Context: an optimization exercise on an open-source flow, tuned for small area. The choices shown serve that exercise and are no tape-out recipe. Function was not checked in any run shown here: the RTL went through the layout flow alone. No activity file was given, so power comes from the tool's default toggle rates.

===== flow/design.v =====
package matrix_pkg;
    localparam int ELEM_W = 4;                    
    localparam int RES_W  = 9;                    
    typedef logic signed [ELEM_W-1:0] elem_t;     
    typedef logic signed [RES_W-1:0]  res_t;      
    typedef struct packed {
        elem_t m11;                               
        elem_t m12;                               
        elem_t m21;                               
        elem_t m22;                               
    } mat_in_t;
    typedef struct packed {
        res_t m11;
        res_t m12;
        res_t m21;
        res_t m22;
    } mat_out_t;
    typedef enum logic [2:0] {
        OP_ADD       = 3'd0,                      
        OP_SUB       = 3'd1,                      
        OP_SCALE     = 3'd2,                      
        OP_MUL       = 3'd3,                      
        OP_TRANSPOSE = 3'd4,                      
        OP_ADJ       = 3'd5,                      
        OP_DET       = 3'd6                       
    } op_t;
    typedef struct packed {
        mat_out_t sum;                            
        mat_out_t diff;                           
        mat_out_t scaled;                         
    } ew_results_t;
    function automatic res_t widen(input elem_t e);
        res_t w;
        w = e;                                    
        widen = w;
    endfunction
    function automatic mat_out_t widen_mat(input mat_in_t m);
        mat_out_t w;
        w.m11 = widen(m.m11);
        w.m12 = widen(m.m12);
        w.m21 = widen(m.m21);
        w.m22 = widen(m.m22);
        widen_mat = w;
    endfunction
endpackage
`timescale 1ns/1ps
module csa_fa (
    input  logic a,
    input  logic b,
    input  logic c,
    output logic s,
    output logic co
);
    assign s  = a ^ b ^ c;
    assign co = (a & b) | (a & c) | (b & c);
endmodule
module csa_ha (
    input  logic a,
    input  logic b,
    output logic s,
    output logic co
);
    assign s  = a ^ b;
    assign co = a & b;
endmodule
module pp_nor (
    input  logic an,
    input  logic bn,
    output logic y
);
    assign y = ~(an | bn);
endmodule
module out_and (
    input  logic a,
    input  logic b,
    output logic y
);
    assign y = a & b;
endmodule
module sel4 (
    input  logic [3:0] s,
    input  logic [3:0] d,
    output logic       y
);
    assign y = |(s & d);
endmodule
module sel3_n (
    input  logic [2:0] s,
    input  logic [2:0] d,
    output logic       y
);
    assign y = ~|(s & d);
endmodule
`timescale 1ns/1ps
module matrix_alu (
    input  logic        clk,
    input  logic        reset,
    input  logic        start,
    input  logic [2:0]  op,
    input  logic [15:0] a,
    input  logic [15:0] b,
    input  logic [3:0]  scalar,
    output logic [35:0] result,
    output logic [8:0]  det,
    output logic        singular,
    output logic        done
);
    logic [2:0]  opr;       
    logic [15:0] ar;        
    logic [15:0] brx;       
    always_ff @(posedge clk) begin
        if (reset) done <= 1'b0;
        else       done <= start;
    end
    logic sel_b, sel_s, sel_t, sel_d, sel_o;
    assign sel_s = (op == 3'd2);
    assign sel_t = (op == 3'd4);
    assign sel_d = (op == 3'd5);
    assign sel_b = ~(sel_s | sel_t | sel_d);        
    assign sel_o = ~(sel_t | sel_d);                
    logic [15:0] b_in_x;
    for (genvar k = 0; k < 4; k++) begin : g_bin
        sel4 u_11 (.s({sel_b, sel_s, sel_t, sel_d}),
                   .d({b[12 + k], scalar[k], a[12 + k], a[k]}), .y(b_in_x[12 + k]));
        sel3_n u_12 (.s({sel_o, sel_t, sel_d}),
                     .d({b[8 + k], a[4 + k], a[8 + k]}), .y(b_in_x[8 + k]));
        sel3_n u_21 (.s({sel_o, sel_t, sel_d}),
                     .d({b[4 + k], a[8 + k], a[4 + k]}), .y(b_in_x[4 + k]));
        sel4 u_22 (.s({sel_b, sel_s, sel_t, sel_d}),
                   .d({b[k], scalar[k], a[k], a[12 + k]}), .y(b_in_x[k]));
    end
    always_ff @(posedge clk) begin
        if (reset) begin
            opr       <= 3'd7;
            ar[15:8]  <= 8'd0;
        end else if (start) begin
            opr       <= (op == 3'd7) ? 3'd6 : op;
            ar[15:8]  <= a[15:8];
        end
    end
    always_ff @(posedge clk) begin
        if (start) begin
            ar[7:0] <= a[7:0];
            brx     <= b_in_x;
        end
    end
    logic [3:0] a11, a12, a21, a22, b11, b12, b21, b22;
    assign {a11, a12, a21, a22} = ar;
    assign {b11, b12, b21, b22} = {brx[15:12], ~brx[11:4], brx[3:0]};
    logic f01, f23, f3, en, cin_d, cin_o, kill;
    assign f01   = (opr[2:1] == 2'b00);
    assign f23   = (opr[2:1] == 2'b01);
    assign f3    = (opr == 3'd3);
    assign en    = ~opr[1];
    assign cin_d = (opr == 3'd1);
    assign cin_o = (opr[1:0] == 2'b01);
    logic [3:0] y11, y12, y21, y22;
    assign y11 = ({4{f23}} & b11) | {3'b000, f01};
    assign y22 = ({4{f23}} & b22) | {3'b000, f01};
    assign y12 = {4{f3}} & b12;
    assign y21 = {4{f3}} & b21;
    logic [3:0] v11, v12, v21, v22;
    assign v11 = {4{en}} & (b11 ^ {4{cin_d}});
    assign v12 = {4{en}} & (b12 ^ {4{cin_o}});
    assign v21 = {4{en}} & (b21 ^ {4{cin_o}});
    assign v22 = {4{en}} & (b22 ^ {4{cin_d}});
    logic [8:0] p11, p12, p21, p22;
    logic [7:0] dv;
    wire [3:0] a11_n = ~a11;
    wire [3:0] a12_n = ~a12;
    wire [3:0] a21_n = ~a21;
    wire [3:0] a22_n = ~a22;
    wire [3:0] y11_n = ~y11;
    wire [3:0] y12_n = ~y12;
    wire [3:0] y21_n = ~y21;
    wire [3:0] y22_n = ~y22;
    wire pp_a110_y110;
    pp_nor u_pp_a110_y110 (.an(a11_n[0]), .bn(y11_n[0]), .y(pp_a110_y110));
    wire pp_a110_y111;
    pp_nor u_pp_a110_y111 (.an(a11_n[0]), .bn(y11_n[1]), .y(pp_a110_y111));
    wire pp_a110_y112;
    pp_nor u_pp_a110_y112 (.an(a11_n[0]), .bn(y11_n[2]), .y(pp_a110_y112));
    wire pp_a111_y110;
    pp_nor u_pp_a111_y110 (.an(a11_n[1]), .bn(y11_n[0]), .y(pp_a111_y110));
    wire pp_a111_y111;
    pp_nor u_pp_a111_y111 (.an(a11_n[1]), .bn(y11_n[1]), .y(pp_a111_y111));
    wire pp_a111_y112;
    pp_nor u_pp_a111_y112 (.an(a11_n[1]), .bn(y11_n[2]), .y(pp_a111_y112));
    wire pp_a112_y110;
    pp_nor u_pp_a112_y110 (.an(a11_n[2]), .bn(y11_n[0]), .y(pp_a112_y110));
    wire pp_a112_y111;
    pp_nor u_pp_a112_y111 (.an(a11_n[2]), .bn(y11_n[1]), .y(pp_a112_y111));
    wire pp_a112_y112;
    pp_nor u_pp_a112_y112 (.an(a11_n[2]), .bn(y11_n[2]), .y(pp_a112_y112));
    wire pp_a113_y113;
    pp_nor u_pp_a113_y113 (.an(a11_n[3]), .bn(y11_n[3]), .y(pp_a113_y113));
    wire pp_a120_y211;
    pp_nor u_pp_a120_y211 (.an(a12_n[0]), .bn(y21_n[1]), .y(pp_a120_y211));
    wire pp_a120_y212;
    pp_nor u_pp_a120_y212 (.an(a12_n[0]), .bn(y21_n[2]), .y(pp_a120_y212));
    wire pp_a121_y211;
    pp_nor u_pp_a121_y211 (.an(a12_n[1]), .bn(y21_n[1]), .y(pp_a121_y211));
    wire pp_a121_y212;
    pp_nor u_pp_a121_y212 (.an(a12_n[1]), .bn(y21_n[2]), .y(pp_a121_y212));
    wire pp_a122_y211;
    pp_nor u_pp_a122_y211 (.an(a12_n[2]), .bn(y21_n[1]), .y(pp_a122_y211));
    wire pp_a122_y212;
    pp_nor u_pp_a122_y212 (.an(a12_n[2]), .bn(y21_n[2]), .y(pp_a122_y212));
    wire pp_a123_y213;
    pp_nor u_pp_a123_y213 (.an(a12_n[3]), .bn(y21_n[3]), .y(pp_a123_y213));
    wire p11_0, p11_1;
    csa_fa u_p11_0 (.a(pp_a110_y110), .b(((a12[0] & y21[0]) | v11[0])), .c(cin_d), .s(p11_0), .co(p11_1));
    wire p11_2, p11_3;
    csa_fa u_p11_2 (.a(pp_a110_y111), .b(pp_a111_y110), .c(pp_a120_y211), .s(p11_2), .co(p11_3));
    wire p11_4, p11_5;
    csa_fa u_p11_4 (.a(((a12[1] & y21[0]) | v11[1])), .b(p11_1), .c(p11_2), .s(p11_4), .co(p11_5));
    wire p11_6, p11_7;
    csa_fa u_p11_6 (.a(pp_a110_y112), .b(pp_a111_y111), .c(pp_a112_y110), .s(p11_6), .co(p11_7));
    wire p11_8, p11_9;
    csa_fa u_p11_8 (.a(pp_a120_y212), .b(pp_a121_y211), .c(((a12[2] & y21[0]) | v11[2])), .s(p11_8), .co(p11_9));
    wire p11_10, p11_11;
    csa_fa u_p11_10 (.a(p11_3), .b(p11_6), .c(p11_8), .s(p11_10), .co(p11_11));
    wire p11_12, p11_13;
    csa_ha u_p11_12 (.a(p11_5), .b(p11_10), .s(p11_12), .co(p11_13));
    wire p11_14, p11_15;
    csa_fa u_p11_14 (.a(~(a11[0] & y11[3])), .b(pp_a111_y112), .c(pp_a112_y111), .s(p11_14), .co(p11_15));
    wire p11_16, p11_17;
    csa_fa u_p11_16 (.a(~(a11[3] & y11[0])), .b(~(a12[0] & y21[3])), .c(pp_a121_y212), .s(p11_16), .co(p11_17));
    wire p11_18, p11_19;
    csa_fa u_p11_18 (.a(pp_a122_y211), .b(~((a12[3] & y21[0]) | v11[3])), .c(p11_7), .s(p11_18), .co(p11_19));
    wire p11_20, p11_21;
    csa_fa u_p11_20 (.a(p11_9), .b(p11_14), .c(p11_16), .s(p11_20), .co(p11_21));
    wire p11_22, p11_23;
    csa_fa u_p11_22 (.a(p11_11), .b(p11_18), .c(p11_20), .s(p11_22), .co(p11_23));
    wire p11_24, p11_25;
    csa_ha u_p11_24 (.a(p11_13), .b(p11_22), .s(p11_24), .co(p11_25));
    wire p11_26, p11_27;
    csa_fa u_p11_26 (.a(~(a11[1] & y11[3])), .b(pp_a112_y112), .c(~(a11[3] & y11[1])), .s(p11_26), .co(p11_27));
    wire p11_28, p11_29;
    csa_fa u_p11_28 (.a(~(a12[1] & y21[3])), .b(pp_a122_y212), .c(~(a12[3] & y21[1])), .s(p11_28), .co(p11_29));
    wire p11_30, p11_31;
    csa_fa u_p11_30 (.a(p11_15), .b(p11_17), .c(p11_26), .s(p11_30), .co(p11_31));
    wire p11_32, p11_33;
    csa_fa u_p11_32 (.a(p11_28), .b(p11_19), .c(p11_21), .s(p11_32), .co(p11_33));
    wire p11_34, p11_35;
    csa_fa u_p11_34 (.a(p11_30), .b(p11_32), .c(p11_23), .s(p11_34), .co(p11_35));
    wire p11_36, p11_37;
    csa_ha u_p11_36 (.a(p11_25), .b(p11_34), .s(p11_36), .co(p11_37));
    wire p11_38 = ~(~(a11[2] & y11[3]) ^ ~(a11[3] & y11[2]));
    wire p11_39 = ~(a11[2] & y11[3]) | ~(a11[3] & y11[2]);
    wire p11_40, p11_41;
    csa_fa u_p11_40 (.a(~(a12[2] & y21[3])), .b(~(a12[3] & y21[2])), .c(p11_38), .s(p11_40), .co(p11_41));
    wire p11_42, p11_43;
    csa_fa u_p11_42 (.a(p11_27), .b(p11_29), .c(p11_40), .s(p11_42), .co(p11_43));
    wire p11_44, p11_45;
    csa_fa u_p11_44 (.a(p11_31), .b(p11_42), .c(p11_33), .s(p11_44), .co(p11_45));
    wire p11_46, p11_47;
    csa_fa u_p11_46 (.a(p11_44), .b(p11_35), .c(p11_37), .s(p11_46), .co(p11_47));
    wire p11_48, p11_49;
    csa_fa u_p11_48 (.a(pp_a113_y113), .b(pp_a123_y213), .c(p11_39), .s(p11_48), .co(p11_49));
    wire p11_50, p11_51;
    csa_fa u_p11_50 (.a(p11_41), .b(p11_48), .c(p11_43), .s(p11_50), .co(p11_51));
    wire p11_52, p11_53;
    csa_fa u_p11_52 (.a(p11_50), .b(p11_45), .c(p11_47), .s(p11_52), .co(p11_53));
    wire p11_54, p11_55;
    csa_fa u_p11_54 (.a(p11_49), .b(p11_51), .c(p11_53), .s(p11_54), .co(p11_55));
    wire p11_56 = ~p11_55;
    wire pp_a110_y121;
    pp_nor u_pp_a110_y121 (.an(a11_n[0]), .bn(y12_n[1]), .y(pp_a110_y121));
    wire pp_a110_y122;
    pp_nor u_pp_a110_y122 (.an(a11_n[0]), .bn(y12_n[2]), .y(pp_a110_y122));
    wire pp_a111_y121;
    pp_nor u_pp_a111_y121 (.an(a11_n[1]), .bn(y12_n[1]), .y(pp_a111_y121));
    wire pp_a111_y122;
    pp_nor u_pp_a111_y122 (.an(a11_n[1]), .bn(y12_n[2]), .y(pp_a111_y122));
    wire pp_a112_y121;
    pp_nor u_pp_a112_y121 (.an(a11_n[2]), .bn(y12_n[1]), .y(pp_a112_y121));
    wire pp_a112_y122;
    pp_nor u_pp_a112_y122 (.an(a11_n[2]), .bn(y12_n[2]), .y(pp_a112_y122));
    wire pp_a113_y123;
    pp_nor u_pp_a113_y123 (.an(a11_n[3]), .bn(y12_n[3]), .y(pp_a113_y123));
    wire pp_a120_y220;
    pp_nor u_pp_a120_y220 (.an(a12_n[0]), .bn(y22_n[0]), .y(pp_a120_y220));
    wire pp_a120_y221;
    pp_nor u_pp_a120_y221 (.an(a12_n[0]), .bn(y22_n[1]), .y(pp_a120_y221));
    wire pp_a120_y222;
    pp_nor u_pp_a120_y222 (.an(a12_n[0]), .bn(y22_n[2]), .y(pp_a120_y222));
    wire pp_a121_y220;
    pp_nor u_pp_a121_y220 (.an(a12_n[1]), .bn(y22_n[0]), .y(pp_a121_y220));
    wire pp_a121_y221;
    pp_nor u_pp_a121_y221 (.an(a12_n[1]), .bn(y22_n[1]), .y(pp_a121_y221));
    wire pp_a121_y222;
    pp_nor u_pp_a121_y222 (.an(a12_n[1]), .bn(y22_n[2]), .y(pp_a121_y222));
    wire pp_a122_y220;
    pp_nor u_pp_a122_y220 (.an(a12_n[2]), .bn(y22_n[0]), .y(pp_a122_y220));
    wire pp_a122_y221;
    pp_nor u_pp_a122_y221 (.an(a12_n[2]), .bn(y22_n[1]), .y(pp_a122_y221));
    wire pp_a122_y222;
    pp_nor u_pp_a122_y222 (.an(a12_n[2]), .bn(y22_n[2]), .y(pp_a122_y222));
    wire pp_a123_y223;
    pp_nor u_pp_a123_y223 (.an(a12_n[3]), .bn(y22_n[3]), .y(pp_a123_y223));
    wire p12_57, p12_58;
    csa_fa u_p12_57 (.a(((a11[0] & y12[0]) | v12[0])), .b(pp_a120_y220), .c(cin_o), .s(p12_57), .co(p12_58));
    wire p12_59, p12_60;
    csa_fa u_p12_59 (.a(pp_a110_y121), .b(((a11[1] & y12[0]) | v12[1])), .c(pp_a120_y221), .s(p12_59), .co(p12_60));
    wire p12_61, p12_62;
    csa_fa u_p12_61 (.a(pp_a121_y220), .b(p12_58), .c(p12_59), .s(p12_61), .co(p12_62));
    wire p12_63, p12_64;
    csa_fa u_p12_63 (.a(pp_a110_y122), .b(pp_a111_y121), .c(((a11[2] & y12[0]) | v12[2])), .s(p12_63), .co(p12_64));
    wire p12_65, p12_66;
    csa_fa u_p12_65 (.a(pp_a120_y222), .b(pp_a121_y221), .c(pp_a122_y220), .s(p12_65), .co(p12_66));
    wire p12_67, p12_68;
    csa_fa u_p12_67 (.a(p12_60), .b(p12_63), .c(p12_65), .s(p12_67), .co(p12_68));
    wire p12_69, p12_70;
    csa_ha u_p12_69 (.a(p12_62), .b(p12_67), .s(p12_69), .co(p12_70));
    wire p12_71, p12_72;
    csa_fa u_p12_71 (.a(~(a11[0] & y12[3])), .b(pp_a111_y122), .c(pp_a112_y121), .s(p12_71), .co(p12_72));
    wire p12_73, p12_74;
    csa_fa u_p12_73 (.a(~((a11[3] & y12[0]) | v12[3])), .b(~(a12[0] & y22[3])), .c(pp_a121_y222), .s(p12_73), .co(p12_74));
    wire p12_75, p12_76;
    csa_fa u_p12_75 (.a(pp_a122_y221), .b(~(a12[3] & y22[0])), .c(p12_64), .s(p12_75), .co(p12_76));
    wire p12_77, p12_78;
    csa_fa u_p12_77 (.a(p12_66), .b(p12_71), .c(p12_73), .s(p12_77), .co(p12_78));
    wire p12_79, p12_80;
    csa_fa u_p12_79 (.a(p12_68), .b(p12_75), .c(p12_77), .s(p12_79), .co(p12_80));
    wire p12_81, p12_82;
    csa_ha u_p12_81 (.a(p12_70), .b(p12_79), .s(p12_81), .co(p12_82));
    wire p12_83, p12_84;
    csa_fa u_p12_83 (.a(~(a11[1] & y12[3])), .b(pp_a112_y122), .c(~(a11[3] & y12[1])), .s(p12_83), .co(p12_84));
    wire p12_85, p12_86;
    csa_fa u_p12_85 (.a(~(a12[1] & y22[3])), .b(pp_a122_y222), .c(~(a12[3] & y22[1])), .s(p12_85), .co(p12_86));
    wire p12_87, p12_88;
    csa_fa u_p12_87 (.a(p12_72), .b(p12_74), .c(p12_83), .s(p12_87), .co(p12_88));
    wire p12_89, p12_90;
    csa_fa u_p12_89 (.a(p12_85), .b(p12_76), .c(p12_78), .s(p12_89), .co(p12_90));
    wire p12_91, p12_92;
    csa_fa u_p12_91 (.a(p12_87), .b(p12_89), .c(p12_80), .s(p12_91), .co(p12_92));
    wire p12_93, p12_94;
    csa_ha u_p12_93 (.a(p12_82), .b(p12_91), .s(p12_93), .co(p12_94));
    wire p12_95 = ~(~(a11[2] & y12[3]) ^ ~(a11[3] & y12[2]));
    wire p12_96 = ~(a11[2] & y12[3]) | ~(a11[3] & y12[2]);
    wire p12_97, p12_98;
    csa_fa u_p12_97 (.a(~(a12[2] & y22[3])), .b(~(a12[3] & y22[2])), .c(p12_95), .s(p12_97), .co(p12_98));
    wire p12_99, p12_100;
    csa_fa u_p12_99 (.a(p12_84), .b(p12_86), .c(p12_97), .s(p12_99), .co(p12_100));
    wire p12_101, p12_102;
    csa_fa u_p12_101 (.a(p12_88), .b(p12_99), .c(p12_90), .s(p12_101), .co(p12_102));
    wire p12_103, p12_104;
    csa_fa u_p12_103 (.a(p12_101), .b(p12_92), .c(p12_94), .s(p12_103), .co(p12_104));
    wire p12_105, p12_106;
    csa_fa u_p12_105 (.a(pp_a113_y123), .b(pp_a123_y223), .c(p12_96), .s(p12_105), .co(p12_106));
    wire p12_107, p12_108;
    csa_fa u_p12_107 (.a(p12_98), .b(p12_105), .c(p12_100), .s(p12_107), .co(p12_108));
    wire p12_109, p12_110;
    csa_fa u_p12_109 (.a(p12_107), .b(p12_102), .c(p12_104), .s(p12_109), .co(p12_110));
    wire p12_111, p12_112;
    csa_fa u_p12_111 (.a(p12_106), .b(p12_108), .c(p12_110), .s(p12_111), .co(p12_112));
    wire p12_113 = ~p12_112;
    wire pp_a210_y110;
    pp_nor u_pp_a210_y110 (.an(a21_n[0]), .bn(y11_n[0]), .y(pp_a210_y110));
    wire pp_a210_y111;
    pp_nor u_pp_a210_y111 (.an(a21_n[0]), .bn(y11_n[1]), .y(pp_a210_y111));
    wire pp_a210_y112;
    pp_nor u_pp_a210_y112 (.an(a21_n[0]), .bn(y11_n[2]), .y(pp_a210_y112));
    wire pp_a211_y110;
    pp_nor u_pp_a211_y110 (.an(a21_n[1]), .bn(y11_n[0]), .y(pp_a211_y110));
    wire pp_a211_y111;
    pp_nor u_pp_a211_y111 (.an(a21_n[1]), .bn(y11_n[1]), .y(pp_a211_y111));
    wire pp_a211_y112;
    pp_nor u_pp_a211_y112 (.an(a21_n[1]), .bn(y11_n[2]), .y(pp_a211_y112));
    wire pp_a212_y110;
    pp_nor u_pp_a212_y110 (.an(a21_n[2]), .bn(y11_n[0]), .y(pp_a212_y110));
    wire pp_a212_y111;
    pp_nor u_pp_a212_y111 (.an(a21_n[2]), .bn(y11_n[1]), .y(pp_a212_y111));
    wire pp_a212_y112;
    pp_nor u_pp_a212_y112 (.an(a21_n[2]), .bn(y11_n[2]), .y(pp_a212_y112));
    wire pp_a213_y113;
    pp_nor u_pp_a213_y113 (.an(a21_n[3]), .bn(y11_n[3]), .y(pp_a213_y113));
    wire pp_a220_y211;
    pp_nor u_pp_a220_y211 (.an(a22_n[0]), .bn(y21_n[1]), .y(pp_a220_y211));
    wire pp_a220_y212;
    pp_nor u_pp_a220_y212 (.an(a22_n[0]), .bn(y21_n[2]), .y(pp_a220_y212));
    wire pp_a221_y211;
    pp_nor u_pp_a221_y211 (.an(a22_n[1]), .bn(y21_n[1]), .y(pp_a221_y211));
    wire pp_a221_y212;
    pp_nor u_pp_a221_y212 (.an(a22_n[1]), .bn(y21_n[2]), .y(pp_a221_y212));
    wire pp_a222_y211;
    pp_nor u_pp_a222_y211 (.an(a22_n[2]), .bn(y21_n[1]), .y(pp_a222_y211));
    wire pp_a222_y212;
    pp_nor u_pp_a222_y212 (.an(a22_n[2]), .bn(y21_n[2]), .y(pp_a222_y212));
    wire pp_a223_y213;
    pp_nor u_pp_a223_y213 (.an(a22_n[3]), .bn(y21_n[3]), .y(pp_a223_y213));
    wire p21_114, p21_115;
    csa_fa u_p21_114 (.a(pp_a210_y110), .b(((a22[0] & y21[0]) | v21[0])), .c(cin_o), .s(p21_114), .co(p21_115));
    wire p21_116, p21_117;
    csa_fa u_p21_116 (.a(pp_a210_y111), .b(pp_a211_y110), .c(pp_a220_y211), .s(p21_116), .co(p21_117));
    wire p21_118, p21_119;
    csa_fa u_p21_118 (.a(((a22[1] & y21[0]) | v21[1])), .b(p21_115), .c(p21_116), .s(p21_118), .co(p21_119));
    wire p21_120, p21_121;
    csa_fa u_p21_120 (.a(pp_a210_y112), .b(pp_a211_y111), .c(pp_a212_y110), .s(p21_120), .co(p21_121));
    wire p21_122, p21_123;
    csa_fa u_p21_122 (.a(pp_a220_y212), .b(pp_a221_y211), .c(((a22[2] & y21[0]) | v21[2])), .s(p21_122), .co(p21_123));
    wire p21_124, p21_125;
    csa_fa u_p21_124 (.a(p21_117), .b(p21_120), .c(p21_122), .s(p21_124), .co(p21_125));
    wire p21_126, p21_127;
    csa_ha u_p21_126 (.a(p21_119), .b(p21_124), .s(p21_126), .co(p21_127));
    wire p21_128, p21_129;
    csa_fa u_p21_128 (.a(~(a21[0] & y11[3])), .b(pp_a211_y112), .c(pp_a212_y111), .s(p21_128), .co(p21_129));
    wire p21_130, p21_131;
    csa_fa u_p21_130 (.a(~(a21[3] & y11[0])), .b(~(a22[0] & y21[3])), .c(pp_a221_y212), .s(p21_130), .co(p21_131));
    wire p21_132, p21_133;
    csa_fa u_p21_132 (.a(pp_a222_y211), .b(~((a22[3] & y21[0]) | v21[3])), .c(p21_121), .s(p21_132), .co(p21_133));
    wire p21_134, p21_135;
    csa_fa u_p21_134 (.a(p21_123), .b(p21_128), .c(p21_130), .s(p21_134), .co(p21_135));
    wire p21_136, p21_137;
    csa_fa u_p21_136 (.a(p21_125), .b(p21_132), .c(p21_134), .s(p21_136), .co(p21_137));
    wire p21_138, p21_139;
    csa_ha u_p21_138 (.a(p21_127), .b(p21_136), .s(p21_138), .co(p21_139));
    wire p21_140, p21_141;
    csa_fa u_p21_140 (.a(~(a21[1] & y11[3])), .b(pp_a212_y112), .c(~(a21[3] & y11[1])), .s(p21_140), .co(p21_141));
    wire p21_142, p21_143;
    csa_fa u_p21_142 (.a(~(a22[1] & y21[3])), .b(pp_a222_y212), .c(~(a22[3] & y21[1])), .s(p21_142), .co(p21_143));
    wire p21_144, p21_145;
    csa_fa u_p21_144 (.a(p21_129), .b(p21_131), .c(p21_140), .s(p21_144), .co(p21_145));
    wire p21_146, p21_147;
    csa_fa u_p21_146 (.a(p21_142), .b(p21_133), .c(p21_135), .s(p21_146), .co(p21_147));
    wire p21_148, p21_149;
    csa_fa u_p21_148 (.a(p21_144), .b(p21_146), .c(p21_137), .s(p21_148), .co(p21_149));
    wire p21_150, p21_151;
    csa_ha u_p21_150 (.a(p21_139), .b(p21_148), .s(p21_150), .co(p21_151));
    wire p21_152 = ~(~(a21[2] & y11[3]) ^ ~(a21[3] & y11[2]));
    wire p21_153 = ~(a21[2] & y11[3]) | ~(a21[3] & y11[2]);
    wire p21_154, p21_155;
    csa_fa u_p21_154 (.a(~(a22[2] & y21[3])), .b(~(a22[3] & y21[2])), .c(p21_152), .s(p21_154), .co(p21_155));
    wire p21_156, p21_157;
    csa_fa u_p21_156 (.a(p21_141), .b(p21_143), .c(p21_154), .s(p21_156), .co(p21_157));
    wire p21_158, p21_159;
    csa_fa u_p21_158 (.a(p21_145), .b(p21_156), .c(p21_147), .s(p21_158), .co(p21_159));
    wire p21_160, p21_161;
    csa_fa u_p21_160 (.a(p21_158), .b(p21_149), .c(p21_151), .s(p21_160), .co(p21_161));
    wire p21_162, p21_163;
    csa_fa u_p21_162 (.a(pp_a213_y113), .b(pp_a223_y213), .c(p21_153), .s(p21_162), .co(p21_163));
    wire p21_164, p21_165;
    csa_fa u_p21_164 (.a(p21_155), .b(p21_162), .c(p21_157), .s(p21_164), .co(p21_165));
    wire p21_166, p21_167;
    csa_fa u_p21_166 (.a(p21_164), .b(p21_159), .c(p21_161), .s(p21_166), .co(p21_167));
    wire p21_168, p21_169;
    csa_fa u_p21_168 (.a(p21_163), .b(p21_165), .c(p21_167), .s(p21_168), .co(p21_169));
    wire p21_170 = ~p21_169;
    wire pp_a210_y121;
    pp_nor u_pp_a210_y121 (.an(a21_n[0]), .bn(y12_n[1]), .y(pp_a210_y121));
    wire pp_a210_y122;
    pp_nor u_pp_a210_y122 (.an(a21_n[0]), .bn(y12_n[2]), .y(pp_a210_y122));
    wire pp_a211_y121;
    pp_nor u_pp_a211_y121 (.an(a21_n[1]), .bn(y12_n[1]), .y(pp_a211_y121));
    wire pp_a211_y122;
    pp_nor u_pp_a211_y122 (.an(a21_n[1]), .bn(y12_n[2]), .y(pp_a211_y122));
    wire pp_a212_y121;
    pp_nor u_pp_a212_y121 (.an(a21_n[2]), .bn(y12_n[1]), .y(pp_a212_y121));
    wire pp_a212_y122;
    pp_nor u_pp_a212_y122 (.an(a21_n[2]), .bn(y12_n[2]), .y(pp_a212_y122));
    wire pp_a213_y123;
    pp_nor u_pp_a213_y123 (.an(a21_n[3]), .bn(y12_n[3]), .y(pp_a213_y123));
    wire pp_a220_y220;
    pp_nor u_pp_a220_y220 (.an(a22_n[0]), .bn(y22_n[0]), .y(pp_a220_y220));
    wire pp_a220_y221;
    pp_nor u_pp_a220_y221 (.an(a22_n[0]), .bn(y22_n[1]), .y(pp_a220_y221));
    wire pp_a220_y222;
    pp_nor u_pp_a220_y222 (.an(a22_n[0]), .bn(y22_n[2]), .y(pp_a220_y222));
    wire pp_a221_y220;
    pp_nor u_pp_a221_y220 (.an(a22_n[1]), .bn(y22_n[0]), .y(pp_a221_y220));
    wire pp_a221_y221;
    pp_nor u_pp_a221_y221 (.an(a22_n[1]), .bn(y22_n[1]), .y(pp_a221_y221));
    wire pp_a221_y222;
    pp_nor u_pp_a221_y222 (.an(a22_n[1]), .bn(y22_n[2]), .y(pp_a221_y222));
    wire pp_a222_y220;
    pp_nor u_pp_a222_y220 (.an(a22_n[2]), .bn(y22_n[0]), .y(pp_a222_y220));
    wire pp_a222_y221;
    pp_nor u_pp_a222_y221 (.an(a22_n[2]), .bn(y22_n[1]), .y(pp_a222_y221));
    wire pp_a222_y222;
    pp_nor u_pp_a222_y222 (.an(a22_n[2]), .bn(y22_n[2]), .y(pp_a222_y222));
    wire pp_a223_y223;
    pp_nor u_pp_a223_y223 (.an(a22_n[3]), .bn(y22_n[3]), .y(pp_a223_y223));
    wire p22_171, p22_172;
    csa_fa u_p22_171 (.a(((a21[0] & y12[0]) | v22[0])), .b(pp_a220_y220), .c(cin_d), .s(p22_171), .co(p22_172));
    wire p22_173, p22_174;
    csa_fa u_p22_173 (.a(pp_a210_y121), .b(((a21[1] & y12[0]) | v22[1])), .c(pp_a220_y221), .s(p22_173), .co(p22_174));
    wire p22_175, p22_176;
    csa_fa u_p22_175 (.a(pp_a221_y220), .b(p22_172), .c(p22_173), .s(p22_175), .co(p22_176));
    wire p22_177, p22_178;
    csa_fa u_p22_177 (.a(pp_a210_y122), .b(pp_a211_y121), .c(((a21[2] & y12[0]) | v22[2])), .s(p22_177), .co(p22_178));
    wire p22_179, p22_180;
    csa_fa u_p22_179 (.a(pp_a220_y222), .b(pp_a221_y221), .c(pp_a222_y220), .s(p22_179), .co(p22_180));
    wire p22_181, p22_182;
    csa_fa u_p22_181 (.a(p22_174), .b(p22_177), .c(p22_179), .s(p22_181), .co(p22_182));
    wire p22_183, p22_184;
    csa_ha u_p22_183 (.a(p22_176), .b(p22_181), .s(p22_183), .co(p22_184));
    wire p22_185, p22_186;
    csa_fa u_p22_185 (.a(~(a21[0] & y12[3])), .b(pp_a211_y122), .c(pp_a212_y121), .s(p22_185), .co(p22_186));
    wire p22_187, p22_188;
    csa_fa u_p22_187 (.a(~((a21[3] & y12[0]) | v22[3])), .b(~(a22[0] & y22[3])), .c(pp_a221_y222), .s(p22_187), .co(p22_188));
    wire p22_189, p22_190;
    csa_fa u_p22_189 (.a(pp_a222_y221), .b(~(a22[3] & y22[0])), .c(p22_178), .s(p22_189), .co(p22_190));
    wire p22_191, p22_192;
    csa_fa u_p22_191 (.a(p22_180), .b(p22_185), .c(p22_187), .s(p22_191), .co(p22_192));
    wire p22_193, p22_194;
    csa_fa u_p22_193 (.a(p22_182), .b(p22_189), .c(p22_191), .s(p22_193), .co(p22_194));
    wire p22_195, p22_196;
    csa_ha u_p22_195 (.a(p22_184), .b(p22_193), .s(p22_195), .co(p22_196));
    wire p22_197, p22_198;
    csa_fa u_p22_197 (.a(~(a21[1] & y12[3])), .b(pp_a212_y122), .c(~(a21[3] & y12[1])), .s(p22_197), .co(p22_198));
    wire p22_199, p22_200;
    csa_fa u_p22_199 (.a(~(a22[1] & y22[3])), .b(pp_a222_y222), .c(~(a22[3] & y22[1])), .s(p22_199), .co(p22_200));
    wire p22_201, p22_202;
    csa_fa u_p22_201 (.a(p22_186), .b(p22_188), .c(p22_197), .s(p22_201), .co(p22_202));
    wire p22_203, p22_204;
    csa_fa u_p22_203 (.a(p22_199), .b(p22_190), .c(p22_192), .s(p22_203), .co(p22_204));
    wire p22_205, p22_206;
    csa_fa u_p22_205 (.a(p22_201), .b(p22_203), .c(p22_194), .s(p22_205), .co(p22_206));
    wire p22_207, p22_208;
    csa_ha u_p22_207 (.a(p22_196), .b(p22_205), .s(p22_207), .co(p22_208));
    wire p22_209 = ~(~(a21[2] & y12[3]) ^ ~(a21[3] & y12[2]));
    wire p22_210 = ~(a21[2] & y12[3]) | ~(a21[3] & y12[2]);
    wire p22_211, p22_212;
    csa_fa u_p22_211 (.a(~(a22[2] & y22[3])), .b(~(a22[3] & y22[2])), .c(p22_209), .s(p22_211), .co(p22_212));
    wire p22_213, p22_214;
    csa_fa u_p22_213 (.a(p22_198), .b(p22_200), .c(p22_211), .s(p22_213), .co(p22_214));
    wire p22_215, p22_216;
    csa_fa u_p22_215 (.a(p22_202), .b(p22_213), .c(p22_204), .s(p22_215), .co(p22_216));
    wire p22_217, p22_218;
    csa_fa u_p22_217 (.a(p22_215), .b(p22_206), .c(p22_208), .s(p22_217), .co(p22_218));
    wire p22_219, p22_220;
    csa_fa u_p22_219 (.a(pp_a213_y123), .b(pp_a223_y223), .c(p22_210), .s(p22_219), .co(p22_220));
    wire p22_221, p22_222;
    csa_fa u_p22_221 (.a(p22_212), .b(p22_219), .c(p22_214), .s(p22_221), .co(p22_222));
    wire p22_223, p22_224;
    csa_fa u_p22_223 (.a(p22_221), .b(p22_216), .c(p22_218), .s(p22_223), .co(p22_224));
    wire p22_225, p22_226;
    csa_fa u_p22_225 (.a(p22_220), .b(p22_222), .c(p22_224), .s(p22_225), .co(p22_226));
    wire p22_227 = ~p22_226;
    wire pp_a110_a220;
    pp_nor u_pp_a110_a220 (.an(a11_n[0]), .bn(a22_n[0]), .y(pp_a110_a220));
    wire pp_a110_a221;
    pp_nor u_pp_a110_a221 (.an(a11_n[0]), .bn(a22_n[1]), .y(pp_a110_a221));
    wire pp_a110_a222;
    pp_nor u_pp_a110_a222 (.an(a11_n[0]), .bn(a22_n[2]), .y(pp_a110_a222));
    wire pp_a111_a220;
    pp_nor u_pp_a111_a220 (.an(a11_n[1]), .bn(a22_n[0]), .y(pp_a111_a220));
    wire pp_a111_a221;
    pp_nor u_pp_a111_a221 (.an(a11_n[1]), .bn(a22_n[1]), .y(pp_a111_a221));
    wire pp_a111_a222;
    pp_nor u_pp_a111_a222 (.an(a11_n[1]), .bn(a22_n[2]), .y(pp_a111_a222));
    wire pp_a112_a220;
    pp_nor u_pp_a112_a220 (.an(a11_n[2]), .bn(a22_n[0]), .y(pp_a112_a220));
    wire pp_a112_a221;
    pp_nor u_pp_a112_a221 (.an(a11_n[2]), .bn(a22_n[1]), .y(pp_a112_a221));
    wire pp_a112_a222;
    pp_nor u_pp_a112_a222 (.an(a11_n[2]), .bn(a22_n[2]), .y(pp_a112_a222));
    wire pp_a113_a223;
    pp_nor u_pp_a113_a223 (.an(a11_n[3]), .bn(a22_n[3]), .y(pp_a113_a223));
    wire pp_a120_a213;
    pp_nor u_pp_a120_a213 (.an(a12_n[0]), .bn(a21_n[3]), .y(pp_a120_a213));
    wire pp_a121_a213;
    pp_nor u_pp_a121_a213 (.an(a12_n[1]), .bn(a21_n[3]), .y(pp_a121_a213));
    wire pp_a122_a213;
    pp_nor u_pp_a122_a213 (.an(a12_n[2]), .bn(a21_n[3]), .y(pp_a122_a213));
    wire pp_a123_a210;
    pp_nor u_pp_a123_a210 (.an(a12_n[3]), .bn(a21_n[0]), .y(pp_a123_a210));
    wire pp_a123_a211;
    pp_nor u_pp_a123_a211 (.an(a12_n[3]), .bn(a21_n[1]), .y(pp_a123_a211));
    wire pp_a123_a212;
    pp_nor u_pp_a123_a212 (.an(a12_n[3]), .bn(a21_n[2]), .y(pp_a123_a212));
    wire d_228 = ~(pp_a110_a220 ^ ~(a12[0] & a21[0]));
    wire d_229 = pp_a110_a220 | ~(a12[0] & a21[0]);
    wire d_230 = ~(pp_a110_a221 ^ pp_a111_a220);
    wire d_231 = pp_a110_a221 | pp_a111_a220;
    wire d_232, d_233;
    csa_fa u_d_232 (.a(~(a12[0] & a21[1])), .b(~(a12[1] & a21[0])), .c(d_229), .s(d_232), .co(d_233));
    wire d_234, d_235;
    csa_ha u_d_234 (.a(d_230), .b(d_232), .s(d_234), .co(d_235));
    wire d_236 = ~(pp_a110_a222 ^ pp_a111_a221);
    wire d_237 = pp_a110_a222 | pp_a111_a221;
    wire d_238, d_239;
    csa_fa u_d_238 (.a(pp_a112_a220), .b(~(a12[0] & a21[2])), .c(~(a12[1] & a21[1])), .s(d_238), .co(d_239));
    wire d_240, d_241;
    csa_fa u_d_240 (.a(~(a12[2] & a21[0])), .b(d_231), .c(d_236), .s(d_240), .co(d_241));
    wire d_242, d_243;
    csa_fa u_d_242 (.a(d_238), .b(d_233), .c(d_240), .s(d_242), .co(d_243));
    wire d_244, d_245;
    csa_ha u_d_244 (.a(d_235), .b(d_242), .s(d_244), .co(d_245));
    wire d_246 = ~(~(a11[0] & a22[3]) ^ pp_a111_a222);
    wire d_247 = ~(a11[0] & a22[3]) | pp_a111_a222;
    wire d_248, d_249;
    csa_fa u_d_248 (.a(pp_a112_a221), .b(~(a11[3] & a22[0])), .c(pp_a120_a213), .s(d_248), .co(d_249));
    wire d_250, d_251;
    csa_fa u_d_250 (.a(~(a12[1] & a21[2])), .b(~(a12[2] & a21[1])), .c(pp_a123_a210), .s(d_250), .co(d_251));
    wire d_252, d_253;
    csa_fa u_d_252 (.a(d_237), .b(d_246), .c(d_239), .s(d_252), .co(d_253));
    wire d_254, d_255;
    csa_fa u_d_254 (.a(d_248), .b(d_250), .c(d_241), .s(d_254), .co(d_255));
    wire d_256, d_257;
    csa_fa u_d_256 (.a(d_252), .b(d_254), .c(d_243), .s(d_256), .co(d_257));
    wire d_258, d_259;
    csa_ha u_d_258 (.a(d_245), .b(d_256), .s(d_258), .co(d_259));
    wire d_260 = ~(~(a11[1] & a22[3]) ^ pp_a112_a222);
    wire d_261 = ~(a11[1] & a22[3]) | pp_a112_a222;
    wire d_262, d_263;
    csa_fa u_d_262 (.a(~(a11[3] & a22[1])), .b(pp_a121_a213), .c(~(a12[2] & a21[2])), .s(d_262), .co(d_263));
    wire d_264, d_265;
    csa_fa u_d_264 (.a(pp_a123_a211), .b(d_247), .c(d_260), .s(d_264), .co(d_265));
    wire d_266, d_267;
    csa_fa u_d_266 (.a(d_249), .b(d_251), .c(d_262), .s(d_266), .co(d_267));
    wire d_268, d_269;
    csa_fa u_d_268 (.a(d_264), .b(d_253), .c(d_266), .s(d_268), .co(d_269));
    wire d_270, d_271;
    csa_fa u_d_270 (.a(d_255), .b(d_268), .c(d_257), .s(d_270), .co(d_271));
    wire d_272, d_273;
    csa_ha u_d_272 (.a(d_259), .b(d_270), .s(d_272), .co(d_273));
    wire d_274, d_275;
    csa_fa u_d_274 (.a(~(a11[2] & a22[3])), .b(~(a11[3] & a22[2])), .c(pp_a122_a213), .s(d_274), .co(d_275));
    wire d_276, d_277;
    csa_fa u_d_276 (.a(pp_a123_a212), .b(d_261), .c(d_263), .s(d_276), .co(d_277));
    wire d_278, d_279;
    csa_fa u_d_278 (.a(d_274), .b(d_265), .c(d_267), .s(d_278), .co(d_279));
    wire d_280, d_281;
    csa_fa u_d_280 (.a(d_276), .b(d_278), .c(d_269), .s(d_280), .co(d_281));
    wire d_282, d_283;
    csa_fa u_d_282 (.a(d_280), .b(d_271), .c(d_273), .s(d_282), .co(d_283));
    wire d_284, d_285;
    csa_fa u_d_284 (.a(pp_a113_a223), .b(~(a12[3] & a21[3])), .c(d_275), .s(d_284), .co(d_285));
    wire d_286, d_287;
    csa_fa u_d_286 (.a(d_277), .b(d_284), .c(d_279), .s(d_286), .co(d_287));
    wire d_288, d_289;
    csa_fa u_d_288 (.a(d_286), .b(d_281), .c(d_283), .s(d_288), .co(d_289));
    wire d_290 = d_285 ^ d_287;
    wire d_291 = d_290 ^ d_289;
    assign p11 = {p11_56, p11_54, p11_52, p11_46, p11_36, p11_24, p11_12, p11_4, p11_0};
    assign p12 = {p12_113, p12_111, p12_109, p12_103, p12_93, p12_81, p12_69, p12_61, p12_57};
    assign p21 = {p21_170, p21_168, p21_166, p21_160, p21_150, p21_138, p21_126, p21_118, p21_114};
    assign p22 = {p22_227, p22_225, p22_223, p22_217, p22_207, p22_195, p22_183, p22_175, p22_171};
    assign dv = {d_291, d_288, d_282, d_272, d_258, d_244, d_234, d_228};
    logic zero_det;
    assign zero_det = (dv == 8'd0);
    assign kill     = (opr == 3'd5) & zero_det;
    logic        keep;
    logic [35:0] p_all;
    assign keep  = ~kill;
    assign p_all = {p11, p12, p21, p22};
    for (genvar i = 0; i < 36; i++) begin : g_res
        out_and u_and (.a(p_all[i]), .b(keep), .y(result[i]));
    end
    assign det      = {dv[7], dv};
    assign singular = zero_det & (opr != 3'd7);
endmodule

===== flow/flow/run.sh =====
#!/bin/bash
set -euo pipefail
cd "$(dirname "$0")/.."
export BUFFER_PORTS_ARGS="-buffer_cell sky130_fd_sc_hd__buf_1"
export CTS_ARGS="-sink_clustering_enable -repair_clock_nets -buf_list sky130_fd_sc_hd__clkbuf_4 -dont_use_dummy_load"
bash standard.sh > standard.log 2>&1

===== flow/standard.sh =====
#!/bin/bash
# synth_recipe.tcl (not shown) runs the flow's synth.tcl, then flattens the netlist and writes it again
# the make line also repeats each setting of config.mk as NAME=value (left out here)
make -C /OpenROAD-flow-scripts/flow DESIGN_CONFIG=/design/flow/config.mk WORK_HOME=/design/flow/orfs CLKGATE_MAP_FILE= SYNTH_SCRIPT=/design/flow/synth_recipe.tcl "${@:-finish}"

===== flow/config.mk =====
export PLATFORM = sky130hd
export DESIGN_NAME = matrix_alu
export DESIGN_NICKNAME = matrix_alu
export VERILOG_FILES = /design/flow/design.v
export SDC_FILE = /design/flow/constraint.sdc
export NUM_CORES = 4
export LEC_CHECK = 0
export CAP_MARGIN = 20
export CORE_MARGIN = 2
export CORE_UTILIZATION = 60
export PLACE_DENSITY = 0.75
export SLEW_MARGIN = 20
export SYNTH_HIERARCHICAL = 1

===== flow/constraint.sdc =====
create_clock -name core_clock -period 8.0 [get_ports {clk}]
set_input_delay 1.6000 -clock core_clock [delete_from_list [all_inputs] [get_ports {clk}]]
set_output_delay 1.6000 -clock core_clock [all_outputs]
set_load 0.01 [all_outputs]

==> flow_summary_export.csv, run 1 <==
group,metric,value,unit
outcome,status,"timing/DRC/antenna clean",
cts,post_cts_resized,0,
sta,min_period,7.549,ns
detailed_routing,wl_met2,7170,µm
worst_setup_path,crit_path_start,"ar[1]",
sta,maxSlewViolCount,0,
power_and_ir_drop,p_int,0.5091,mW
worst_setup_path,critical_path_class,"reg2out",
yosys,synth_cells,584,
global_routing,antenna_found_initial,0,
cts,htreeDepth,2,
yosys,yosysTopAreaCell,"fa_1",
flow_run,cap_violations,0,
sta,fin_worst_skew,0,ns
worst_setup_path,crit_required,6.40,ns
sta,max-slew-margin-rel,30.68,%
placement,dp_hpwl,12510,µm
yosys,syn_nets,769,
layout,diodes,0,
yosys,syn_avg_cell_area,9.723,µm²
detailed_routing,via_per_inst,5.750,
min_path,hp-start,"ar[12]",
yosys,yosysMostFrequentCell,"fa_1",
global_routing,grt_overflow_total,0,
sta,hold_violations,0,
sta,setup-tns-final,0,ns
global_routing,grt_max_degree,40,
worst_setup_path,crit_buf_inv,4,
power_and_ir_drop,p_sw_share,45.67,%
worst_setup_path,path_cells,"inv_1 > nor2_1 > inv_1 > ha_1 > inv_1 > fa_1 > fa_1 > fa_1 > fa_1 > ha_1 > fa_1 > fa_1 > xnor2_1 > xnor2_1 > or3_1 > and2_1 > buf_1",
power_and_ir_drop,seq_power_share,26.0,%
sta,tightest_slew,1.036,ns
cts,postCtsSetupRepairBufs,0,
cts,cts_buffers,5,
detailed_routing,first_iter_violations,323,
worst_setup_path,critical_path.most_common_cell,"fa_1",
floorplanning,core_area,9196,µm²
detailed_routing,drc_errors,0,
worst_setup_path,cp-start-kind,"register",
sta,finalSetupViolCount,0,
yosys,netlist_area,5678,µm²
cts,cts_hold_buf,0,
cts,clock-sinks,36,
sta,rsz0062_at_grt,"false",
cts,clkLatencyLatePin,0.33,ns
detailed_routing,routed-wl-met3,1183,µm
floorplanning,die_h,101.3,µm
yosys,synth_edf_count,24,
detailed_routing,num_vias,4416,
global_routing,grt_pass1_vias,4559,
power_and_ir_drop,ir_worst_vdd,0.1171,mV
cts,clk_pin_slew,0.09,ns
yosys,yosysWarnings,7,
worst_setup_path,crit_path_max_fanout,36,
power_and_ir_drop,power.total,0.9370,mW
detailed_routing,wl_per_cell,19.14,µm
yosys,synth_top_area_share,41.60,%
floorplanning,row_count,35,
power_and_ir_drop,p_leak,2.408,nW
worst_setup_path,end_kind,"primary output",
cts,clock-root-buffer,"clkbuf_4",
detailed_routing,drtAntennaViolNets,0,
sta,fmax,0.1325,GHz
global_routing,grt_pass1_wl,23760,µm
power_and_ir_drop,p_comb_share,65.5,%
worst_setup_path,critPathSlowestCell,"or3_1",
detailed_routing,wl,14700,µm
worst_setup_path,arrival,5.95,ns
worst_setup_path,timing.rr.start,"opr[0]",
layout,drive_above_1_share,3.196,%
placement,routabilityCongestion,0.9792,
cts,cts_buffer_depth,2,
placement,io_buffers,88,
cts,cts_tree,"built",
power_and_ir_drop,powerDensity,153.9,nW/µm²
layout,fillers,778,
detailed_routing,drt-pass1-iter-count,7,
power_and_ir_drop,clkPwrFrac,8.5,%
layout,syn_to_final_growth,7.250,%
yosys,synthArstFlopShare,0,%
floorplanning,dieWidth,101.3,µm
yosys,synth_seq_area_share,16.92,%
yosys,yosys-top-cells-area,"fa_1 42%, edfxtp_1 13%, nor2_1 7.5%",
floorplanning,start_util,61.74,%
min_path,hold_path.class,"reg2reg",
detailed_routing,wl_met1,6134,µm
global_routing,track_usage,30.79,%
yosys,synth_commonest_cells,"118 x fa_1, 113 x nor2_1, 68 x nand2_1, 57 x inv_1, 38 x and2_1",
yosys,synth.distinct_cells,35,
sta,fin_crit_sh,94.37,%
floorplanning,die-area,10260,µm²
worst_setup_path,crit_family,"adder cells",
detailed_routing,dr.max_layer_used,"met4",
layout,nNetsFinal,844,
yosys,ys_seq_elements,36,
floorplanning,io_pins,89,
worst_setup_path,slowest_delay,0.77,ns
power_and_ir_drop,p_sw,0.4279,mW
yosys,synth_ff_type,"edfxtp_1",
## routing by layer
metal | track usage [%] | up-vias
li1 | - | 2023
met1 | 43.16 | 2155
met2 | 51.30 | 215
met3 | 4.417 | 23
met4 | 7.588 | 0
met5 | 0 | -
## cells by family (layout without fill, tap and decap cells)
kind of cell,after synthesis,after routing,synth area share (%)
xor gates and xnor gates,10,10,1.542
and+or+nand+nor,249,249,19.30
muxes,8,8,1.410
AOI/OAI and AO/OA,54,54,7.316
adders and majority gates,143,143,47.11
DFF,36,36,16.92
buffers and inverters,84,157,6.391
## power groups by stage
| stage | logic, mW | clock network (mW) | registers [mW] |
|---|---|---|---|
| 6_report | 0.614 | 0.0797 | 0.243 |
| 3_5_place_dp | 0.621 | 0 | 0.247 |
| 2_1_floorplan | 0.506 | 0 | 0.232 |
| 4_1_cts | 0.622 | 0.0835 | 0.242 |
| 3_3_place_gp | 0.601 | 0 | 0.247 |
| 5_1_grt | 0.712 | 0.0902 | 0.245 |
## Yosys stat by module, one instance, submodules excluded
module | copies in the design | flip-flops and latches | cells inside | cell area (µm²)
matrix_alu | 1 | 36 | 298 | 2345
pp_nor | 84 | 0 | 1 | 3.754
out_and | 36 | 0 | 1 | 6.256
sel3_n | 8 | 0 | 1 | 10.01
csa_ha | 16 | 0 | 1 | 12.51
csa_fa | 118 | 0 | 1 | 20.02
sel4 | 8 | 0 | 3 | 18.77
## placed cells by master, fill, tap and decap left out, types with 2 or more instances in the layout
master	Yosys	layout
and2_1	38	38
a31oi_1	2	2
clkbuf_4	0	5
a21oi_1	3	3
o22ai_1	13	13
nand2b_1	4	4
inv_1	57	57
buf_1	0	87
nor2_1	113	113
buf_4	11	7
a222oi_1	8	8
a31o_2	5	5
dfxtp_1	12	12
nor2b_1	6	6
mux2i_1	8	8
nor3_1	2	2
a22oi_1	16	16
nand2_1	68	68
edfxtp_1	24	24
nand3_1	11	11
fa_1	118	118
or2_2	2	2
a211o_1	2	2
xnor2_1	10	10
ha_1	25	25
## through the flow
| step | setup slack [ns] | hold slack, ns | std cells | util, % | instance area, µm² |
|---|---|---|---|---|---|
| after floorplan | 1.656 | 0.5059 | 584 | - | 5678 |
| after CTS | 0.4450 | 0.5828 | 768 | 66.22 | 6090 |
| final | 0.4507 | 0.5855 | 768 | 66.22 | 6090 |
| after global routing | 0.08238 | 0.6205 | 768 | 66.22 | 6090 |
| after global placement | 0.9358 | 0.5516 | 763 | 65.81 | 6052 |
| after detailed placement | 0.8051 | 0.5738 | 763 | 65.81 | 6052 |
## flip-flops by register name, summed over array words and instances (netlist names)
| register | flops |
|---|---|
| brx | 16 |
| opr | 3 |
| done | 1 |
| ar | 16 |
## final timing paths
kind,cells past startpoint,endpoint,slack (ns)
worst min-delay path,2,ar[12],0.59
worst max-delay path,17,result[35],0.45
worst max register to register,2,opr[0],6.85
worst min register to register,2,ar[12],0.59
## tightest hold or removal path, cell delays in order (launching register included)
cell	delay, ns
dfxtp_1	0.36
mux2i_1	0.14
nor2_1	0.05
## layout make-up
| type | instances | area [µm²] | share of cell area (%) |
|---|---|---|---|
| Tap cell | 111 | 138.9 | 2.281 |
| Timing Repair Buffer | 95 | 384.1 | 6.308 |
| Inverter | 57 | 214.0 | 3.513 |
| Multi-Input combinational cell | 464 | 4354 | 71.50 |
| Clock buffer | 5 | 37.54 | 0.6164 |
| Sequential cell | 36 | 960.9 | 15.78 |
==> inputs of run 2 (changes only) <==
==> flow/flow/run.sh (replaced) <==
#!/bin/bash
set -euo pipefail
cd "$(dirname "$0")/.."
export BUFFER_PORTS_ARGS="-buffer_cell sky130_fd_sc_hd__buf_1"
export CTS_ARGS="-sink_clustering_enable -repair_clock_nets -buf_list sky130_fd_sc_hd__clkbuf_4 -dont_use_dummy_load"
export GLOBAL_PLACEMENT_ARGS="-keep_resize_below_overflow 0"
bash standard.sh > standard.log 2>&1
--- a/flow/config.mk
+++ b/flow/config.mk
@@ -7,7 +7,6 @@
 export LEC_CHECK = 0
 export CAP_MARGIN = 20
 export CORE_MARGIN = 2
-export CORE_UTILIZATION = 60
-export PLACE_DENSITY = 0.75
+export CORE_UTILIZATION = 40
 export SLEW_MARGIN = 20
 export SYNTH_HIERARCHICAL = 1
==> run 2 against run 1 <==
Still clean on timing, DRC and antenna. Total power decreased by 0.30%. Non-clock buffer count is 6 lower. Global-route usage down 10 points. Clock-buffer cell count is the same. Critical path type unchanged. Critical endpoint is now result[7]. Largest power group unchanged.
==> flow_summary_export.csv, run 2 <==
group,metric,value,unit
floorplanning,start_util,40.90,%
min_path,hold_path_depth,2,
worst_setup_path,ff2ff_path_depth,2,
floorplanning,die_h,123.1,µm
sta,finalSetupViolCount,0,
sta,tightest_slew,1.030,ns
layout,final_common_cell,"fa_1",
global_routing,grt_pass1_vias,4352,
floorplanning,core_area,13880,µm²
yosys,synth.distinct_cells,35,
yosys,netlist_area,5678,µm²
worst_setup_path,critPathSlowestCell,"nor2b_1",
cts,htreeDepth,2,
yosys,yosys-top-cells-area,"fa_1 42%, edfxtp_1 13%, nor2_1 7.5%",
min_path,whs_endpoint,"ar[14]",
detailed_routing,wl,14860,µm
yosys,synth_edf_count,24,
layout,nNetsFinal,838,
yosys,synth_cells,584,
flow_run,cap_violations,0,
worst_setup_path,critical_path_class,"reg2out",
yosys,synth_commonest_cells,"118 x fa_1, 113 x nor2_1, 68 x nand2_1, 57 x inv_1, 38 x and2_1",
detailed_routing,wl_per_cell,17.88,µm
global_routing,grt_overflow_total,0,
yosys,yosysMostFrequentCell,"fa_1",
cts,cts_buffer_depth,2,
sta,min_period,7.635,ns
power_and_ir_drop,ir_worst_vdd,0.09243,mV
global_routing,track_usage,20.55,%
cts,clock-sinks,36,
power_and_ir_drop,clkPwrFrac,8.4,%
worst_setup_path,path_cells,"nor2b_1 > nand2b_1 > o22ai_1 > fa_1 > fa_1 > fa_1 > fa_1 > ha_1 > fa_1 > fa_1 > fa_1 > and2_1 > buf_1",
placement,io_buffers,88,
sta,hold_violations,0,
sta,fmax,0.1310,GHz
worst_setup_path,cp-start-kind,"register",
placement,dp_hpwl,12530,µm
worst_setup_path,timing.rr.start,"opr[0]",
layout,fillers,1403,
worst_setup_path,crit_path_max_fanout,15,
cts,cts_buffers,5,
cts,clkLatencyLatePin,0.32,ns
power_and_ir_drop,powerDensity,151.9,nW/µm²
layout,multi_input_area,4354,µm²
layout,syn_to_final_growth,8.352,%
yosys,ys_seq_elements,36,
floorplanning,dieWidth,123.1,µm
yosys,synth_ff_type,"edfxtp_1",
layout,layout_common_cells,"118 x fa_1, 113 x nor2_1, 87 x buf_1",
sta,rsz0062_at_grt,"false",
layout,reg.largest.list,"ar (16), brx (16), opr (3)",
detailed_routing,num_vias,4449,
detailed_routing,via_per_inst,5.354,
sta,max-slew-margin-rel,31.20,%
floorplanning,die-area,15160,µm²
cts,post_cts_resized,0,
power_and_ir_drop,p_sw,0.4278,mW
yosys,syn_nets,769,
floorplanning,row_count,43,
yosys,syn_avg_cell_area,9.723,µm²
yosys,synth_seq_area_share,16.92,%
worst_setup_path,worstReg2RegEnd,"opr[0]",
power_and_ir_drop,p_comb_share,64.8,%
cts,postCtsSetupRepairBufs,0,
yosys,synthArstFlopShare,0,%
detailed_routing,first_iter_violations,515,
global_routing,grt_pass1_wl,23560,µm
power_and_ir_drop,power.total,0.9343,mW
cts,cts_tree,"built",
cts,clk_pin_slew,0.09,ns
min_path,hp-start,"ar[14]",
yosys,yosysTopAreaCell,"fa_1",
sta,fin_worst_skew,0,ns
detailed_routing,drc_errors,0,
power_and_ir_drop,seq_power_share,26.7,%
floorplanning,io_pins,89,
outcome,status,"timing/DRC/antenna clean",
layout,ff_latch_area,962.2,µm²
worst_setup_path,arrival,6.03,ns
power_and_ir_drop,p_leak,2.385,nW
sta,maxSlewViolCount,0,
power_and_ir_drop,p_int,0.5065,mW
worst_setup_path,end_kind,"primary output",
sta,setup-tns-final,0,ns
power_and_ir_drop,p_sw_share,45.79,%
worst_setup_path,slowest_delay,0.88,ns
sta,fin_crit_sh,95.43,%
global_routing,antenna_found_initial,0,
placement,routabilityCongestion,0.9515,
worst_setup_path,r2r_slack,6.89,ns
detailed_routing,drtAntennaViolNets,0,
worst_setup_path,crit_required,6.40,ns
yosys,yosysWarnings,7,
layout,drive_above_1_share,2.458,%
min_path,hold_path.class,"reg2reg",
detailed_routing,drt-pass1-iter-count,5,
cts,clock-root-buffer,"clkbuf_4",
worst_setup_path,critical_path.most_common_cell,"fa_1",
cts,cts_hold_buf,0,
layout,diodes,0,
yosys,synth_top_area_share,41.60,%
global_routing,grt_max_degree,37,
[run 2: area by class of cell]
type                    count  share of cell area (%)
clock buffers               5                  0.6101
repair buffers             89                   5.837
inverters                  57                   3.478
well taps                 180                   3.661
flip-flops and latches     36                   15.64
multi-input cells         464                   70.77
[run 2: power by group through the flow]
stage | sequential [mW] | combinational, mW | clock, mW
final | 0.250 | 0.606 | 0.0788
after detailed placement | 0.252 | 0.618 | 0
after global routing | 0.251 | 0.703 | 0.0891
after global placement | 0.253 | 0.603 | 0
after floorplan | 0.232 | 0.506 | 0
after CTS | 0.248 | 0.620 | 0.0828
[run 2: routing by layer]
metal / vias up / global-route usage (%) / wire, µm
li1: 2016 / - / -
met1: 2188 / 29.38 / 6266
met2: 218 / 32.62 / 6935
met3: 27 / 2.906 / 1295
met4: 0 / 6.179 / 365
met5: - / 0 / 0
[run 2: modules after synthesis (local to each module, per instance)]
module,cells,times used,flops+latches,area (µm²)
out_and,1,36,0,6.256
csa_ha,1,16,0,12.51
sel3_n,1,8,0,10.01
csa_fa,1,118,0,20.02
pp_nor,1,84,0,3.754
matrix_alu,298,1,36,2345
sel4,3,8,0,18.77
[run 2: metrics by stage]
step	instance area, µm²	setup slack [ns]	cells	hold slack [ns]	util [%]
global placement	6085	0.6477	825	0.5676	43.83
global route	6152	0.01928	831	0.6017	44.32
finish	6152	0.3654	831	0.5786	44.32
CTS	6151	0.2452	831	0.5852	44.31
detailed placement	6113	0.6500	826	0.5618	44.04
floorplan	5678	1.656	584	0.5059	-
[run 2: worst max-delay path by stage]
stage | startpoint | slack, ns | cells after the start | to
after floorplan | ar[2] | 1.66 | 16 | result[0]
after global placement | opr[1] | 0.65 | 13 | result[34]
after global routing | ar[1] | 0.02 | 17 | result[32]
final | opr[0] | 0.37 | 13 | result[7]
after detailed placement | opr[1] | 0.65 | 13 | result[16]
after CTS | opr[1] | 0.25 | 13 | result[16]
[run 2: logic make-up (layout without fill, tap and decap cells)]
group | Yosys count | count (layout) | synth area share [%]
compound gates | 54 | 54 | 7.316
flops | 36 | 36 | 16.92
simple gates | 249 | 249 | 19.30
xor+xnor | 10 | 10 | 1.542
fa+ha+maj | 143 | 143 | 47.11
buf+inv | 84 | 151 | 6.391
mux | 8 | 8 | 1.410
[run 2: worst max-delay path, delay by kind of cell, from the launching register on]
family / cells / cell delay [ns]
compound gates: 1 / 0.37
simple gates: 3 / 1.25
fa+ha+maj: 8 / 3.29
flops: 1 / 0.65
buf+inv: 1 / 0.15
==> inputs of run 3 (changes only) <==
==> flow/flow/run.sh (replaced) <==
#!/bin/bash
set -euo pipefail
cd "$(dirname "$0")/.."
export BUFFER_PORTS_ARGS="-buffer_cell sky130_fd_sc_hd__buf_1"
export CTS_ARGS="-sink_clustering_enable -sink_clustering_size 40 -sink_clustering_max_diameter 300 -repair_clock_nets -buf_list sky130_fd_sc_hd__clkbuf_4 -dont_use_dummy_load"
bash standard.sh > standard.log 2>&1
==> run 3 against run 2 <==
Fmax up 2.3%. Setup slack better by 0.17 ns. Flip-flop and latch count unchanged. Total power about the same. Clock power hardly changed. Sequential power down 2%. Synthesized cell count is the same.
==> flow_summary_export.csv, run 3 <==
group,metric,value,unit
power_and_ir_drop,powerDensity,151.7,nW/µm²
floorplanning,core_area,13880,µm²
yosys,synth_commonest_cells,"118 x fa_1, 113 x nor2_1, 68 x nand2_1, 57 x inv_1, 38 x and2_1",
yosys,synth_cells,584,
worst_setup_path,crit_path_max_fanout,36,
floorplanning,io_pins,89,
detailed_routing,num_vias,4440,
sta,rsz0062_at_grt,"false",
yosys,syn_avg_cell_area,9.723,µm²
cts,htreeDepth,2,
sta,finalSetupViolCount,0,
yosys,yosys-top-cells-area,"fa_1 42%, edfxtp_1 13%, nor2_1 7.5%",
layout,diodes,0,
placement,dp_hpwl,12610,µm
yosys,synth_edf_count,24,
sta,fin_crit_sh,93.25,%
worst_setup_path,end_kind,"primary output",
sta,maxSlewViolCount,0,
sta,fmax,0.1341,GHz
cts,cts_tree,"built",
yosys,syn_nets,769,
cts,clk_pin_slew,0.09,ns
worst_setup_path,crit_required,6.40,ns
layout,layout_common_cells,"118 x fa_1, 113 x nor2_1, 87 x buf_1",
detailed_routing,drc_errors,0,
yosys,synth_ff_type,"edfxtp_1",
sta,setup-tns-final,0,ns
global_routing,grt_pass1_vias,4434,
detailed_routing,via_per_inst,5.324,
sta,fin_worst_skew,0,ns
sta,min_period,7.460,ns
cts,clkLatencyLatePin,0.34,ns
layout,drive_above_1_share,2.752,%
global_routing,antenna_found_initial,0,
sta,max-slew-margin-rel,36.94,%
worst_setup_path,critical_path_class,"reg2out",
cts,clock-root-buffer,"clkbuf_4",
floorplanning,die-area,15160,µm²
global_routing,grt_max_degree,40,
layout,finish.utilization,44.33,%
yosys,netlist_area,5678,µm²
detailed_routing,first_iter_violations,324,
detailed_routing,wl,14710,µm
flow_run,cap_violations,0,
yosys,yosysWarnings,7,
yosys,yosysMostFrequentCell,"fa_1",
worst_setup_path,arrival,5.86,ns
placement,routabilityCongestion,0.9569,
outcome,status,"timing/DRC/antenna clean",
floorplanning,start_util,40.90,%
floorplanning,dieWidth,123.1,µm
layout,final_common_cell,"fa_1",
cts,postCtsSetupRepairBufs,0,
yosys,synthArstFlopShare,0,%
cts,cts_buffers,5,
global_routing,track_usage,20.39,%
placement,io_buffers,88,
yosys,yosysTopAreaCell,"fa_1",
sta,hold_violations,0,
yosys,ys_seq_elements,36,
layout,nNetsFinal,841,
power_and_ir_drop,ir_worst_vdd,0.1015,mV
worst_setup_path,cp-start-kind,"register",
detailed_routing,drt-pass1-iter-count,5,
layout,syn_to_final_growth,8.374,%
cts,clock-sinks,36,
layout,reg.largest.list,"ar (16), brx (16), opr (3)",
cts,cts_hold_buf,0,
detailed_routing,wl_per_cell,17.64,µm
global_routing,grt_overflow_total,0,
layout,fillers,1421,
yosys,synth_top_area_share,41.60,%
min_path,hold_path.class,"reg2reg",
cts,cts_buffer_depth,2,
floorplanning,row_count,43,
global_routing,grt_pass1_wl,23530,µm
floorplanning,die_h,123.1,µm
yosys,synth_seq_area_share,16.92,%
cts,post_cts_resized,0,
yosys,synth.distinct_cells,35,
detailed_routing,drtAntennaViolNets,0,
sta,tightest_slew,0.9424,ns
power_and_ir_drop,p_leak,2.393,nW
-- run 3: cell types whose count changed in the layout (fill, tap and decap cells not counted) --
cell / before / now
dfxtp_2: 1 / 0
clkbuf_2: 0 / 1
dfxtp_1: 11 / 12
buf_2: 1 / 0
buf_4: 0 / 4
buf_16: 1 / 0
-- run 3: cells by family after synthesis --
kind of cell | Yosys count | synth area share, %
simple gates | 249 | 19.30
mux | 8 | 1.410
fa+ha+maj | 143 | 47.11
buf+inv | 84 | 6.391
xor+xnor | 10 | 1.542
compound gates | 54 | 7.316
flops | 36 | 16.92
-- run 3: Yosys stat by module (local to each module, per instance) --
module	times used	flip-flops and latches	cell area (µm²)	cells inside
matrix_alu	1	36	2345	298
csa_fa	118	0	20.02	1
sel4	8	0	18.77	3
csa_ha	16	0	12.51	1
sel3_n	8	0	10.01	1
out_and	36	0	6.256	1
pp_nor	84	0	3.754	1
-- run 3: power by group --
part	switching (mW)	internal [mW]	leakage, nW
sequential	0.0294	0.217	0.334
combinational	0.347	0.261	2.04
clock	0.0494	0.0293	0.0230
total	0.426	0.508	2.39
-- run 3: path summary, 6_finish.rpt --
path / from / endpoint / cells past startpoint / slack (ns)
setup / recovery: ar[1] / result[9] / 17 / 0.54
hold / removal: ar[13] / ar[13] / 2 / 0.58
setup reg to reg: opr[1] / opr[1] / 3 / 6.76
hold reg to reg: ar[13] / ar[13] / 2 / 0.58
-- run 3: layout make-up --
| cell class | instances | area, µm² | area share [%] |
|---|---|---|---|
| multi-input combinational | 464 | 4354 | 70.76 |
| sequential | 36 | 960.9 | 15.62 |
| timing repair buffer | 92 | 361.6 | 5.876 |
| tap | 180 | 225.2 | 3.660 |
| inverter | 57 | 214.0 | 3.477 |
| clock buffer | 5 | 37.54 | 0.6100 |
-- run 3: per-layer routing --
layer,up-vias,track usage (%),wire length [µm]
li1,2016,-,-
met1,2198,29.87,6625
met2,201,32.83,6832
met3,25,1.568,909
met4,0,5.469,344
met5,-,0,0
-- run 3: per-stage QoR --
step / worst slack (ns) / area, µm² / hold WS [ns] / power, mW / instances
detailed placement: 0.7929 / 6116 / 0.5711 / 0.8718 / 829
global route: 0.1423 / 6153 / 0.6158 / 1.044 / 834
CTS: 0.4141 / 6153 / 0.5826 / 0.9524 / 834
global placement: 0.9021 / 6116 / 0.5636 / 0.8568 / 829
floorplan: 1.656 / 5678 / 0.5059 / 0.7373 / 584
finish: 0.5402 / 6153 / 0.5751 / 0.9336 / 834
-- run 3: worst max-delay path, stage by stage, from the launching register on --
cell      delay (ns)
edfxtp_1        0.57
inv_1           0.25
nor2_1          0.15
inv_1           0.05
ha_1            0.26
inv_1           0.05
fa_1            0.37
fa_1            0.47
fa_1            0.42
fa_1            0.44
ha_1            0.20
fa_1            0.38
fa_1            0.46
nor4_1          0.20
nand3_1         0.12
or3_1           0.72
and2_1          0.29
buf_1           0.12

-- separate check: timing with driven ports --
In the flow no input, the clock included, has a driving cell. The finished layouts below were timed again as built, in two steps.
Step 1 assumes that a clkbuf_16 drives the clock port and a buf_2 every other input.
Step 2 adds t to the input delays and takes it off the output delays; t is the mean of the earliest and latest rising clock arrival at the registers after step 1. Input paths then give back, and output paths get back, about the clock's delay inside the block.
Three values: ideal ports, drivers, drivers and shift; two values: the first two.
run | t, ns | slack for setup (ns) | clock arrival spread, ns | pins driven straight from the clock port
run 1 | 0.334 | 0.451 / 0.431 / 0.765 | 0.028 / 0.028 | 1
run 2 | 0.340 | 0.365 / 0.342 / 0.682 | 0.015 / 0.015 | 1
run 3 | 0.344 | 0.540 / 0.520 / 0.864 | 0.033 / 0.034 | 1
After both steps setup and hold are still met in every run listed.
